This design comes from an exercise in tuning for small area, a short achievable clock period and few clock cycles on the open sky130 flow, not from production work. Power figures rest on the tool's default switching activity, not on a simulated workload.

==> flow/design.v (excerpt) <==
module cluster_centroid_n #(
  parameter int IMG_WIDTH    = 640,
  parameter int IMG_HEIGHT   = 480,
  parameter int NUM_CLUSTERS = 3,
  parameter int COLOR_W      = 12,
  parameter int DIST_THRESH  = 64,
  parameter int MIN_COUNT    = 4,
  localparam int XW = $clog2(IMG_WIDTH),
  localparam int YW = $clog2(IMG_HEIGHT),
  localparam int IW = (NUM_CLUSTERS > 1) ? $clog2(NUM_CLUSTERS) : 1
) (
  input  logic                         clk,
  input  logic                         rst,
  input  logic signed [COLOR_W-1:0]    pixel_r,
  input  logic signed [COLOR_W-1:0]    pixel_g,
  input  logic signed [COLOR_W-1:0]    pixel_b,
  input  logic                         pixel_valid,
  input  logic [XW-1:0]                x,
  input  logic [YW-1:0]                y,
  input  logic                         ref_wr_en,
  input  logic [IW-1:0]                ref_wr_idx,
  input  logic signed [COLOR_W-1:0]    ref_wr_r,
  input  logic signed [COLOR_W-1:0]    ref_wr_g,
  input  logic signed [COLOR_W-1:0]    ref_wr_b,
  output logic [NUM_CLUSTERS*XW-1:0]   centroid_x,
  output logic [NUM_CLUSTERS*YW-1:0]   centroid_y,
  output logic [NUM_CLUSTERS-1:0]      found,
  output logic                         frame_done,
  output logic                         busy,
  output logic                         overrun
);
  localparam int NC    = NUM_CLUSTERS;
  localparam int AW    = $clog2(DIST_THRESH + 1);    
  localparam int SDW   = AW + 2;                     
  localparam int CW    = $clog2(IMG_WIDTH * IMG_HEIGHT + 1);
  localparam int SUM_W = $clog2(IMG_WIDTH * IMG_WIDTH * IMG_HEIGHT);
  localparam int QW    = XW;                         
  localparam int RW    = CW;                         
  localparam int MW    = RW + QW;                    
  localparam int STW   = $clog2(QW);
  localparam int SCW   = $clog2(QW);
  ...
Size: about 5400 cells after synthesis, about 160 I/O pins, ~44000 µm² of cells after synthesis.
make LEC_CHECK=0 CAP_MARGIN=20 CORE_MARGIN=2 CORE_UTILIZATION=68 CTS_BUF_LIST=sky130_fd_sc_hd__clkbuf_8 CTS_CLUSTER_DIAMETER=50 CTS_CLUSTER_SIZE=14 SETUP_SLACK_MARGIN=5 SLEW_MARGIN=20 finish   # period 8.0 ns
run.sh (not shown) runs the stock make flow with config.mk's settings and CLKGATE_MAP_FILE= SYNTH_SCRIPT=/design/flow/synth_recipe.tcl, a recipe that flattens the netlist after the stock synthesis.
Rerun with:
Settings changed: CORE_UTILIZATION 68 to 55, CTS_CLUSTER_DIAMETER 50 to 60, CTS_CLUSTER_SIZE 14 to 18.
What happened: Sequential share of layout area rises by 0.24 points; routed wire length falls by a few percent; final cell count rises by a few percent; global-route usage falls by 6.4 points; cell area falls slightly.
No run of this note included a check of the RTL's function; only the layout flow was run.


## main
The RTL this note starts from:
==> flow/design.v <==
module cluster_centroid_n #(
  parameter int IMG_WIDTH    = 640,
  parameter int IMG_HEIGHT   = 480,
  parameter int NUM_CLUSTERS = 3,
  parameter int COLOR_W      = 12,
  parameter int DIST_THRESH  = 64,
  parameter int MIN_COUNT    = 4,
  localparam int XW = $clog2(IMG_WIDTH),
  localparam int YW = $clog2(IMG_HEIGHT),
  localparam int IW = (NUM_CLUSTERS > 1) ? $clog2(NUM_CLUSTERS) : 1
) (
  input  logic                         clk,
  input  logic                         rst,
  input  logic signed [COLOR_W-1:0]    pixel_r,
  input  logic signed [COLOR_W-1:0]    pixel_g,
  input  logic signed [COLOR_W-1:0]    pixel_b,
  input  logic                         pixel_valid,
  input  logic [XW-1:0]                x,
  input  logic [YW-1:0]                y,
  input  logic                         ref_wr_en,
  input  logic [IW-1:0]                ref_wr_idx,
  input  logic signed [COLOR_W-1:0]    ref_wr_r,
  input  logic signed [COLOR_W-1:0]    ref_wr_g,
  input  logic signed [COLOR_W-1:0]    ref_wr_b,
  output logic [NUM_CLUSTERS*XW-1:0]   centroid_x,
  output logic [NUM_CLUSTERS*YW-1:0]   centroid_y,
  output logic [NUM_CLUSTERS-1:0]      found,
  output logic                         frame_done,
  output logic                         busy,
  output logic                         overrun
);
  localparam int NC     = NUM_CLUSTERS;
  localparam int DW     = COLOR_W + 1;                
  localparam int AW     = $clog2(DIST_THRESH + 1);    
  localparam int SDW    = AW + 2;                     
  localparam int CW     = $clog2(IMG_WIDTH * IMG_HEIGHT + 1);
  localparam int SUM_W  = $clog2(IMG_WIDTH * IMG_WIDTH * IMG_HEIGHT);
  localparam int RW     = CW;                         
  localparam int XDW    = RW + XW;                    
  localparam int STW    = $clog2(XW + 1);
  logic                      r0_valid, r0_eof;
  logic signed [COLOR_W-1:0] r0_r, r0_g, r0_b;
  logic [XW-1:0]             r0_x;
  logic [YW-1:0]             r0_y;
  logic                      r0_we;
  logic [IW-1:0]             r0_widx;
  logic signed [COLOR_W-1:0] r0_wr, r0_wg, r0_wb;
  logic signed [COLOR_W-1:0] r_ref_r [NC];
  logic signed [COLOR_W-1:0] r_ref_g [NC];
  logic signed [COLOR_W-1:0] r_ref_b [NC];
  logic                 r1_valid, r1_eof;
  logic [XW-1:0]        r1_x;
  logic [YW-1:0]        r1_y;
  logic [NC-1:0]        r1_ok;
  logic [SDW-1:0]       r1_d [NC];
  localparam int SCW = 4;                        
  localparam int SXW = $clog2(XW * IMG_WIDTH);   
  localparam int SYW = $clog2(XW * IMG_HEIGHT);  
  logic [CW-1:0]    r_cnt [NC];
  logic [XDW-1:0]   r_sx  [NC];                  
  logic [XDW-1:0]   r_sy  [NC];
  logic [SCW-1:0]   r_scnt [NC];
  logic [SXW-1:0]   r_ssx  [NC];
  logic [SYW-1:0]   r_ssy  [NC];
  logic [NC-1:0]    w_hit;
  logic [CW-1:0]    w_fin_cnt [NC];
  logic [SUM_W-1:0] w_fin_sx  [NC];
  logic [SUM_W-1:0] w_fin_sy  [NC];
  logic [SCW-1:0]   w_sfin_cnt [NC];
  logic [SXW-1:0]   w_sfin_sx  [NC];
  logic [SYW-1:0]   w_sfin_sy  [NC];
  logic             r_div;
  logic [STW-1:0]   r_step;
  logic             w_last;
  logic [NC-1:0]    w_gex, w_gey;
  logic [RW-1:0]    w_rx [NC];
  logic [RW-1:0]    w_ry [NC];
  logic [NC*XW-1:0] r_centroid_x;
  logic [NC*YW-1:0] r_centroid_y;
  logic [NC-1:0]    r_found;
  logic             r_frame_done, r_busy;
  function automatic logic [AW:0] chan(input logic signed [COLOR_W-1:0] p,
                                       input logic signed [COLOR_W-1:0] q);
    logic signed [DW-1:0] t;
    logic [AW-1:0] m;
    logic ok;
    t  = DW'(p) - DW'(q);
    ok = (t >= -DW'(DIST_THRESH)) && (t <= DW'(DIST_THRESH));
    m  = t[DW-1] ? AW'(-t) : AW'(t);
    chan = {ok, m};
  endfunction
  always_ff @(posedge clk) begin
    if (rst) begin
      r0_valid <= 1'b0;
      r0_eof   <= 1'b0;
      r0_we    <= 1'b0;
    end else begin
      r0_valid <= pixel_valid;
      r0_eof   <= pixel_valid && x == XW'(IMG_WIDTH - 1) && y == YW'(IMG_HEIGHT - 1);
      r0_we    <= ref_wr_en && ref_wr_idx < IW'(NC);
    end
  end
  always_ff @(posedge clk) begin
    r0_r    <= pixel_r;
    r0_g    <= pixel_g;
    r0_b    <= pixel_b;
    r0_x    <= x;
    r0_y    <= y;
    r0_widx <= ref_wr_idx;
    r0_wr   <= ref_wr_r;
    r0_wg   <= ref_wr_g;
    r0_wb   <= ref_wr_b;
  end
  always_ff @(posedge clk) begin
    if (rst) begin
      for (int k = 0; k < NC; k++) begin
        r_ref_r[k] <= COLOR_W'(50  + 450 * k);
        r_ref_g[k] <= COLOR_W'(100 + 450 * k);
        r_ref_b[k] <= COLOR_W'(150 + 450 * k);
      end
    end else begin
      for (int k = 0; k < NC; k++) begin
        if (r0_we && r0_widx == IW'(k)) begin
          r_ref_r[k] <= r0_wr;
          r_ref_g[k] <= r0_wg;
          r_ref_b[k] <= r0_wb;
        end
      end
    end
  end
  always_ff @(posedge clk) begin
    if (rst) begin
      r1_valid <= 1'b0;
      r1_eof   <= 1'b0;
    end else begin
      r1_valid <= r0_valid;
      r1_eof   <= r0_eof;
    end
  end
  always_ff @(posedge clk) begin
    logic [AW:0] cr, cg, cb;
    r1_x <= r0_x;
    r1_y <= r0_y;
    for (int k = 0; k < NC; k++) begin
      cr = chan(r0_r, r_ref_r[k]);
      cg = chan(r0_g, r_ref_g[k]);
      cb = chan(r0_b, r_ref_b[k]);
      r1_ok[k] <= cr[AW] && cg[AW] && cb[AW];
      r1_d[k]  <= SDW'(cr[AW-1:0]) + SDW'(cg[AW-1:0]) + SDW'(cb[AW-1:0]);
    end
  end
  always_comb begin
    logic [NC-1:0] m;
    for (int k = 0; k < NC; k++)
      m[k] = r1_valid && r1_ok[k] && r1_d[k] <= SDW'(DIST_THRESH);
    for (int k = 0; k < NC; k++) begin
      w_hit[k] = m[k];
      for (int j = 0; j < NC; j++) begin
        if (j < k && m[j] && r1_d[j][AW-1:0] <= r1_d[k][AW-1:0]) w_hit[k] = 1'b0;
        if (j > k && m[j] && r1_d[j][AW-1:0] <  r1_d[k][AW-1:0]) w_hit[k] = 1'b0;
      end
    end
    for (int k = 0; k < NC; k++) begin
      w_fin_cnt[k]  = r_cnt[k] + (w_hit[k] ? CW'(1) : CW'(0));
      w_fin_sx[k]   = r_sx[k][SUM_W-1:0] + (w_hit[k] ? SUM_W'(r1_x) : SUM_W'(0));
      w_fin_sy[k]   = r_sy[k][SUM_W-1:0] + (w_hit[k] ? SUM_W'(r1_y) : SUM_W'(0));
      w_sfin_cnt[k] = r_scnt[k] + (w_hit[k] ? SCW'(1) : SCW'(0));
      w_sfin_sx[k]  = r_ssx[k] + (w_hit[k] ? SXW'(r1_x) : SXW'(0));
      w_sfin_sy[k]  = r_ssy[k] + (w_hit[k] ? SYW'(r1_y) : SYW'(0));
    end
  end
  always_comb begin
    logic [RW:0] tx, ty;
    w_last = r_step == STW'(XW - 1);
    for (int k = 0; k < NC; k++) begin
      tx = r_sx[k][XDW-1:XW-1];
      ty = r_sy[k][XDW-1:XW-1];
      w_gex[k] = tx >= {1'b0, r_cnt[k]};
      w_gey[k] = ty >= {1'b0, r_cnt[k]};
      w_rx[k]  = w_gex[k] ? RW'(tx - {1'b0, r_cnt[k]}) : tx[RW-1:0];
      w_ry[k]  = w_gey[k] ? RW'(ty - {1'b0, r_cnt[k]}) : ty[RW-1:0];
    end
  end
  always_ff @(posedge clk) begin
    for (int k = 0; k < NC; k++) begin
      if (rst) begin
        r_cnt[k] <= '0;
        r_sx[k]  <= '0;
        r_sy[k]  <= '0;
      end else if (r_div && w_last) begin
        r_cnt[k] <= CW'(w_sfin_cnt[k]);
        r_sx[k]  <= XDW'(w_sfin_sx[k]);
        r_sy[k]  <= XDW'(w_sfin_sy[k]);
      end else if (r_div) begin
        r_sx[k]  <= {w_rx[k], r_sx[k][XW-2:0], w_gex[k]};
        r_sy[k]  <= {w_ry[k], r_sy[k][XW-2:0], w_gey[k]};
      end else begin
        r_cnt[k] <= w_fin_cnt[k];
        r_sx[k]  <= XDW'(w_fin_sx[k]);
        r_sy[k]  <= XDW'(w_fin_sy[k]);
      end
    end
  end
  always_ff @(posedge clk) begin
    for (int k = 0; k < NC; k++) begin
      if (r_div) begin
        r_scnt[k] <= w_sfin_cnt[k];
        r_ssx[k]  <= w_sfin_sx[k];
        r_ssy[k]  <= w_sfin_sy[k];
      end else begin
        r_scnt[k] <= '0;
        r_ssx[k]  <= '0;
        r_ssy[k]  <= '0;
      end
    end
  end
  always_ff @(posedge clk) begin
    if (rst) begin
      r_div        <= 1'b0;
      r_step       <= '0;
      r_busy       <= 1'b0;
      r_frame_done <= 1'b0;
      r_found      <= '0;
      r_centroid_x <= '0;
      r_centroid_y <= '0;
    end else begin
      r_frame_done <= 1'b0;
      if (r1_eof) begin
        r_div  <= 1'b1;
        r_step <= '0;
        r_busy <= 1'b1;
      end else if (r_div) begin
        r_step <= r_step + STW'(1);
        if (w_last) begin
          r_div        <= 1'b0;
          r_busy       <= 1'b0;
          r_frame_done <= 1'b1;
          for (int k = 0; k < NC; k++) begin
            r_found[k] <= r_cnt[k] >= CW'(MIN_COUNT);
            if (r_cnt[k] >= CW'(MIN_COUNT)) begin
              r_centroid_x[k*XW +: XW] <= {r_sx[k][XW-2:0], w_gex[k]};
              r_centroid_y[k*YW +: YW] <= {r_sy[k][YW-2:0], w_gey[k]};
            end
          end
        end
      end
    end
  end
  assign centroid_x = r_centroid_x;
  assign centroid_y = r_centroid_y;
  assign found      = r_found;
  assign frame_done = r_frame_done;
  assign busy       = r_busy;
  assign overrun    = 1'b0;
endmodule
Settings: LEC_CHECK=0, CAP_MARGIN=20, CORE_MARGIN=2, CORE_UTILIZATION=40, SLEW_MARGIN=20; clock period 8.0 ns.
What the feature branch does differently from main at the input level:
Settings: SETUP_SLACK_MARGIN now 4, previously not set.
### Flow results
- The cell at the slowest stage of the critical path comes out sky130_fd_sc_hd__or4_4 in one run and sky130_fd_sc_hd__a2111oi_0 in the other, namely in the feature branch and main respectively.
- Going from main to the feature branch, cell internal power dissipation now sits higher; non-clock buffer count now sits higher.
- Weighted congestion reported at the end of routability-driven placement is higher on main
- When the feature branch is measured against main, its worst hold slack after final layout turns out 0.0046 ns lower.
- Changes observed in the feature branch relative to main: count of clock-buffer cells in the layout went up by 11; post-detailed-routing wire length went up by about 8%; wire length of the first global-routing pass went up by about 5%; achievable frequency went up by 0.051 GHz.
Function was not checked in any run of this note: the RTL went through the layout flow alone.

==> what the ideal ports hide <==
The results above use ideal ports. As a check the final layouts listed here were re-extracted and re-timed, cells and wires unchanged. Step 1 (the two cells are an assumption about what drives the block):
set clk [get_ports {clk}]
set_driving_cell -lib_cell sky130_fd_sc_hd__clkbuf_16 $clk
set_driving_cell -lib_cell sky130_fd_sc_hd__buf_2 [delete_from_list [all_inputs] $clk]
Step 2, shift: input delay + t, output delay - t, t = (earliest + latest rising clock arrival at the registers) / 2. This alone moves slack from input paths to output paths. a / b / c = ideal / step 1 / step 2; a / b = the first two.
run | t, ns | setup slack, ns | latest minus earliest clock arrival (ns)
the first run of note 1 | 0.796 | 4.830 / 4.830 / 4.271 | 0.049 / 0.048
the second run of note 1 | 0.760 | 4.924 / 4.924 / 4.340 | 0.050 / 0.050
main | 0.707 | 2.118 / 2.118 / 2.118 | 0.034 / 0.034
the feature branch | 0.718 | 3.468 / 3.468 / 3.468 | 0.032 / 0.032
After both steps every run listed still meets setup and hold. For the second run of note 1, which loses most, drivers alone change the setup slack by 0.000 ns; drivers and shift together by -0.584 ns.
